Context: an optimization exercise on an open-source flow, tuned for small area, a short achievable clock period and few clock cycles per item. The choices shown serve that exercise and are no tape-out recipe. At most, simulation tests tie the RTL to the original design; equivalence was not proved. The RTL of run 2 was laid out without a check of its function. No activity file was given, so power comes from the tool's default toggle rates.

==> flow/design.v (outline; a module is shown in full before it is edited, if it fits) <==
// module dapid_core: 1629 lines
// module dapid_qstep: 353 lines
// module dapid_fa: 10 lines
// module dapid_ha: 9 lines
// module dual_axis_pid_with_error_weighting_top: 204 lines
module dual_axis_pid_with_error_weighting_top #(
   parameter int CONTROL_HZ = dapid_pkg::CONTROL_HZ_DEF,
   parameter int ANGLE_BITS = dapid_pkg::ANGLE_BITS_DEF
) (
   input  logic        clock,
   input  logic        reset,
   input  logic        req_tvalid,
   output logic        req_tready,
   input  logic [31:0] req_tdata,
   input  logic [1:0]  req_tuser,
   output logic        rsp_tvalid,
   input  logic        rsp_tready,
   output logic [63:0] rsp_tdata,
   input  logic        csr_psel,
   input  logic        csr_penable,
   input  logic        csr_pwrite,
   input  logic [4:0]  csr_paddr,
   input  logic [31:0] csr_pwdata,
   output logic [31:0] csr_prdata,
   output logic        csr_pready
);
  // ...
==> flow/run.sh <==
#!/bin/bash
# synth_recipe.tcl (not shown) runs the flow's synth.tcl, then flattens the netlist and writes it again
# the make line also repeats each setting of config.mk as NAME=value (left out here)
make -C /OpenROAD-flow-scripts/flow DESIGN_CONFIG=/design/flow/config.mk WORK_HOME=/design/flow/orfs CLKGATE_MAP_FILE= SYNTH_SCRIPT=/design/flow/synth_recipe.tcl finish
==> flow/config.mk <==
export PLATFORM = sky130hd
export DESIGN_NAME = dual_axis_pid_with_error_weighting_top
export DESIGN_NICKNAME = dual_axis_pid_with_error_weighting_top
export VERILOG_FILES = /design/flow/design.v
export SDC_FILE = /design/flow/constraint.sdc
export NUM_CORES = 4
export LEC_CHECK = 0
export ABC_AREA = 1
export CAP_MARGIN = 20
export CORE_MARGIN = 2
export CORE_UTILIZATION = 60
export CTS_BUF_LIST = sky130_fd_sc_hd__clkbuf_8
export CTS_CLUSTER_SIZE = 30
export PLACE_DENSITY = 0.72
export SLEW_MARGIN = 20
export SYNTH_HIERARCHICAL = 1
==> flow/constraint.sdc <==
create_clock -name core_clock -period 11.0 [get_ports {clock}]
set_input_delay 2.2000 -clock core_clock [delete_from_list [all_inputs] [get_ports {clock}]]
set_output_delay 2.2000 -clock core_clock [all_outputs]
set_load 0.01 [all_outputs]
==> results.txt, run 1 <==
outcome timing/DRC/antenna clean; Power Sequential 0.00315 W; via density per instance 5.88; R2R setup slack 6.52 ns; most frequent cells in the layout nand2_1 (1113), inv_1 (807), fa_1 (761); Final Util 0.648; Multi-input gate area 46400 sq um; Initial Utilization 0.604; Finished Layout Cells 9447; Die Width 349 um; buffer share of cell area 0.0253; cts hold-fix bufs 0; sequential element share of the synthesized area 0.286; NumNets Final 9186; GP Congestion 0.984; post_cts resized 0; fin. max-slew vios 0; synth warn 10; Syn-to-layout area delta 7.34%; Setup Viol. Count Final 0; Worst-Margin Slew 1.26 ns; Ports 177; gr busiest metal met2; top-area cell type share of the netlist area 0.214; Multi-input comb cells 5878; Ant. Diodes 3; 1st-pass router iterations 6; crit path DAT 5.08 ns; Max Buffers Root-to-Sink 3; WHS Path Cells 2; pre-CTS WS 6.42 ns; crit path kind reg -> reg; htree depth 4; vias post-DR 55600
Testbench counts, summed over its fixed seeds: cycles 6,457, ticks 2,048.
==> run 2: changes to the inputs <==
--- a/flow/design.v
+++ b/flow/design.v
@@ -67,23 +67,24 @@
    always_ff @(posedge clock) begin
       if (reset) integ <= '0;
       else if (st[QST+1] && adv) begin
          if (isum > 19'sd65536) integ <= 18'sd65536;
          else if (isum < -19'sd65536) integ <= -18'sd65536;
          else integ <= isum[17:0];
       end
    end
-   logic [15:0] abs_e;
-   logic [16:0] tol3;
-   logic        above, far;
-   assign abs_e = e_prev[15] ? 16'(-e_prev) : 16'(e_prev);
-   assign tol3  = 17'(tol) + {1'b0, tol, 1'b0};
-   assign above = abs_e > 16'(tol);
-   assign far   = {abs_e, 1'b0} > tol3;
+   logic signed [18:0] ap, an, fp, fn;
+   logic               above, far;
+   assign ap    = 19'(e_prev) - 19'(tol) - 19'sd1;                        
+   assign an    = 19'(e_prev) + 19'(tol);                                 
+   assign fp    = (19'(e_prev) <<< 1) - 19'(tol) - (19'(tol) <<< 1) - 19'sd1;
+   assign fn    = (19'(e_prev) <<< 1) + 19'(tol) + (19'(tol) <<< 1);
+   assign above = e_prev[15] ? an[18] : !ap[18];
+   assign far   = e_prev[15] ? fn[18] : !fp[18];
    always_ff @(posedge clock) begin
       if (st[1] && adv) w1 <= {above && far, above && !far};
       if (st[4] && adv) w2 <= w1;
    end
    logic signed [25:0] r50;
    logic signed [15:0] g_in;
    logic [23:0]        gb_in;
    assign r50  = (26'(rad) <<< 5) + (26'(rad) <<< 4) + (26'(rad) <<< 1);
--- a/flow/config.mk
+++ b/flow/config.mk
@@ -4,13 +4,11 @@
 export VERILOG_FILES = /design/flow/design.v
 export SDC_FILE = /design/flow/constraint.sdc
 export NUM_CORES = 4
 export LEC_CHECK = 0
 export ABC_AREA = 1
 export CAP_MARGIN = 20
 export CORE_MARGIN = 2
 export CORE_UTILIZATION = 60
-export CTS_BUF_LIST = sky130_fd_sc_hd__clkbuf_8
-export CTS_CLUSTER_SIZE = 30
 export PLACE_DENSITY = 0.72
 export SLEW_MARGIN = 20
 export SYNTH_HIERARCHICAL = 1
==> results.txt, run 2 <==
outcome timing/DRC/antenna clean; RSZ-0062 raised after global routing no; Ant. Diodes 0 (-3); MaxCap Viol Count 0; Yosys cell types 67; area leader, netlist fa_1; Max Buffers Root-to-Sink 3 (unchanged); antenna violations before repair 5; clock root cell clkbuf_16; DIE HEIGHT 349 um; startpoint types flop; sequential element share of the synthesized area 0.286 (about the same); Synth Area in XOR/XNOR 0.0654; drt initial violations 4696; simple-gate portion of the synthesized area 0.137; commonest non-fill, non-tap cell in the layout nand2_1; vias post-DR 54500 (-2.0%); CTS Buf Count 90; most frequent cell after synthesis nand2_1; largest family of logic cells by synthesized area adder cells; Post-Syn Area 71200 sq um; FF+latch area 20400 sq um; total power per unit cell area 93.2 nW/um^2; Ports 177 (unchanged); Hold WC Path Type reg -> reg; hold path startpoint u_yaw.w1[1]$_DFFE_PP_; final-report hold violation count 0; Setup Viol. Count Final 0 (unchanged); crit path DAT 4.75 ns (-0.33 ns); first-pass GRT wire length 298000 um; DRC Markers 0; 1st-pass router iterations 8 (+2); die footprint 121000 sq um; clock tree sinks 782; Setup Fix Bufs, Post-CTS 0; via density per instance 5.93 (+0.72%); min Tclk post-route 4.31 ns; fin area 76800 sq um; Yosys reg bits 782; CP Max Fanout 20; share of layout cells above drive strength 1 0.0435; Multi-input gate area 46500 sq um (+0.22%); top-area cell type share of the netlist area 0.229 (+0.0152); Placed Instance Area 73600 sq um; post_cts resized 0 (unchanged); Core Region 118000 sq um; crit path kind reg -> reg; CTS tree done; top routing layer in use met5; share of the clock period used by the worst path 0.391; RR Startpoint st[1]$_SDFFE_PP0N_; post-synthesis mux area share 0; Fillers 9574; Post-Syn Instances 7604; IO buf count 158; met2 routed WL 86600 um; Worst Path Required 11.44 ns; site row count 126; met3 wire len 14800 um; GP Congestion 0.938 (-4.7%); Top FF cell, synth edfxtp_1; Worst Setup End Kind flop; post-synthesis compound-gate area fraction 0.120; largest registers rsp_roll_ff: 30 flops, rsp_yaw_ff: 30 flops; Post-DP HPWL 144000 um; largest net degree at the start of global routing 117; clock skew 0.0362 ns; Synth Area in Adders 0.329; CTS clock-pin slew for the worst setup and hold paths 0.07 ns; Clk Latency, worst-skew pair 0.71 ns; Initial Utilization 0.604 (about the same); Final ANT Viol Nets 0; M1 WL 76500 um; GRT Util Overall 0.310; cts hold-fix bufs 0 (unchanged); normalized max-slew margin 0.212; Crit. Startpoint st[1]$_SDFFE_PP0N_; Die Width 349 um (about the same); Overflow after GRT 0; synth warn 10 (unchanged); vias in the first global route 55500; fin. max-slew vios 0 (unchanged); htree depth 3 (-1); NumNets Final 9047 (-1.5%); Syn-to-layout area delta 7.83%; WL/cell 20.2 um; Synth top cells by count nand2_1 (1072), fa_1 (815), inv_1 (755), nor2_1 (688), ha_1 (566); Routed WL 185000 um; Max Freq 0.232 GHz; setup TNS 0 ns; syn avg cell area 9.37 sq um; Synth async-reset ratio 0; largest cells by area after synthesis fa_1 (23%), edfxtp_1 (20%), ha_1 (9.9%), dfxtp_1 (8.7%), nand2_1 (5.7%); most frequent cells in the layout nand2_1 (1069), fa_1 (815), inv_1 (754); Post-synth EDFFs 471; Worst-Margin Slew 1.17 ns (-0.0893 ns); leakage power 32.9 nW; maximum vdd ir drop 0.187 mV
==> run 2: cell count changes after synthesis, sizes merged, moves of 6 or more <==
cell,before,now
nand3,302,280
clkbuf,180,174
a21oi,472,430
o22ai,412,427
xor2,142,100
xnor2,448,432
nor2,722,696
nand2,1136,1100
inv,786,773
nor3,63,41
ha,550,566
o21ai,458,444
fa,761,815
==> run 2: final timing paths <==
kind                                  to  slack, ns  cells past startpoint
setup / recovery  u_qstep.qs_k$_DFFE_PP_       6.69                     12
hold / removal     u_yaw.w2[1]$_DFFE_PP_       0.47                      0
setup reg to reg  u_qstep.qs_k$_DFFE_PP_       6.69                     12
hold reg to reg    u_yaw.w2[1]$_DFFE_PP_       0.47                      0
==> run 2: metal layers <==
| metal | GRT usage | vias to the layer above |
|---|---|---|
| li1 | - | 25500 |
| met1 | 0.409 | 26400 |
| met2 | 0.508 | 2086 |
| met3 | 0.0617 | 458 |
| met4 | 0.112 | 4 |
| met5 | 0 | - |
==> run 2: worst max-delay path, stage by stage, from the launching register on <==
cell,delay (ns)
dfxtp_1,0.76
clkinv_1,0.56
nand2_1,0.25
nand2_1,0.30
fa_1,0.55
fa_1,0.52
fa_1,0.44
nor2_1,0.18
nor2_1,0.06
a21oi_1,0.13
nand3_1,0.13
nor2_1,0.10
nand2_1,0.07
==> run 2: power by group <==
part           internal, W  switching (W)  total, W  leakage, nW
clock network      0.00188        0.00132   0.00320         1.54
registers          0.00311      0.0000359   0.00315         7.03
logic             0.000304       0.000502  0.000805         24.3
==> run 2: per-stage QoR <==
| stage | util | worst slack (ns) | total power [W] | instances | hold slack, ns |
|---|---|---|---|---|---|
| 6_report | 0.651 | 6.69 | 0.00716 | 9195 | 0.473 |
| 5_1_grt | 0.651 | 6.30 | 0.00742 | 9195 | 0.475 |
| 4_1_cts | 0.651 | 6.70 | 0.00720 | 9194 | 0.465 |
| 3_5_place_dp | 0.624 | 6.14 | 0.00400 | 9031 | 0.452 |
| 3_3_place_gp | 0.624 | 6.18 | 0.00398 | 9031 | 0.449 |
| 2_1_floorplan | - | 5.58 | 0.00380 | 7649 | 0.400 |
==> run 2: kinds of logic (layout without fill, tap and decap cells) <==
group                    Yosys count  in the layout
AND/OR/NAND/NOR                 2296           2296
AO/OA/AOI/OAI                   1481           1481
adder cells (fa/ha/maj)         1381           1381
buffers and inverters           1128           1138
flip-flops                       782            782
XOR/XNOR                         532            532
other                              4             49
==> run 2: layout make-up <==
type	instances	share of cell area
clock buffer	112	0.0320
clock inverter	51	0.00922
inverter	776	0.0380
multi-input combinational	5739	0.606
sequential	782	0.265
tap	1536	0.0250
timing repair buffer	199	0.0245
==> run 2: per-module statistics from Yosys, one instance, submodules excluded, a selection <==
module | flops+latches | times used | cells
dapid_fa | 0 | 691 | 1
dapid_ha | 0 | 173 | 1
dapid_qstep | 27 | 1 | 165
dual_axis_pid_with_error_weighting_top | 301 | 1 | 1340

[what the ideal ports hide]
In the flow no input, the clock included, has a driving cell. The finished layouts below were timed again as built, in two steps.
Step 1 assumes that a clkbuf_16 drives the clock port and a buf_2 every other input.
Step 2 moves the port delays by t, midway between the first and last clock arrival at a register: inputs arrive t later, outputs are due t later. That takes back most of the time a late clock gives input paths.
Three values: no drivers, after step 1, after step 2; two values: the first two.
| run | t, ns | slack for setup (ns) | worst slew at a driven data input, ns |
|---|---|---|---|
| run 1 | 0.943 | 6.519 / 6.519 / 6.483 | 0.14 |
| run 2 | 0.770 | 6.694 / 6.694 / 6.069 | 0.08 |
After both steps setup and hold are still met in every run listed. For run 2, which loses most, drivers alone change the setup slack by 0.000 ns; drivers and shift together by -0.625 ns.
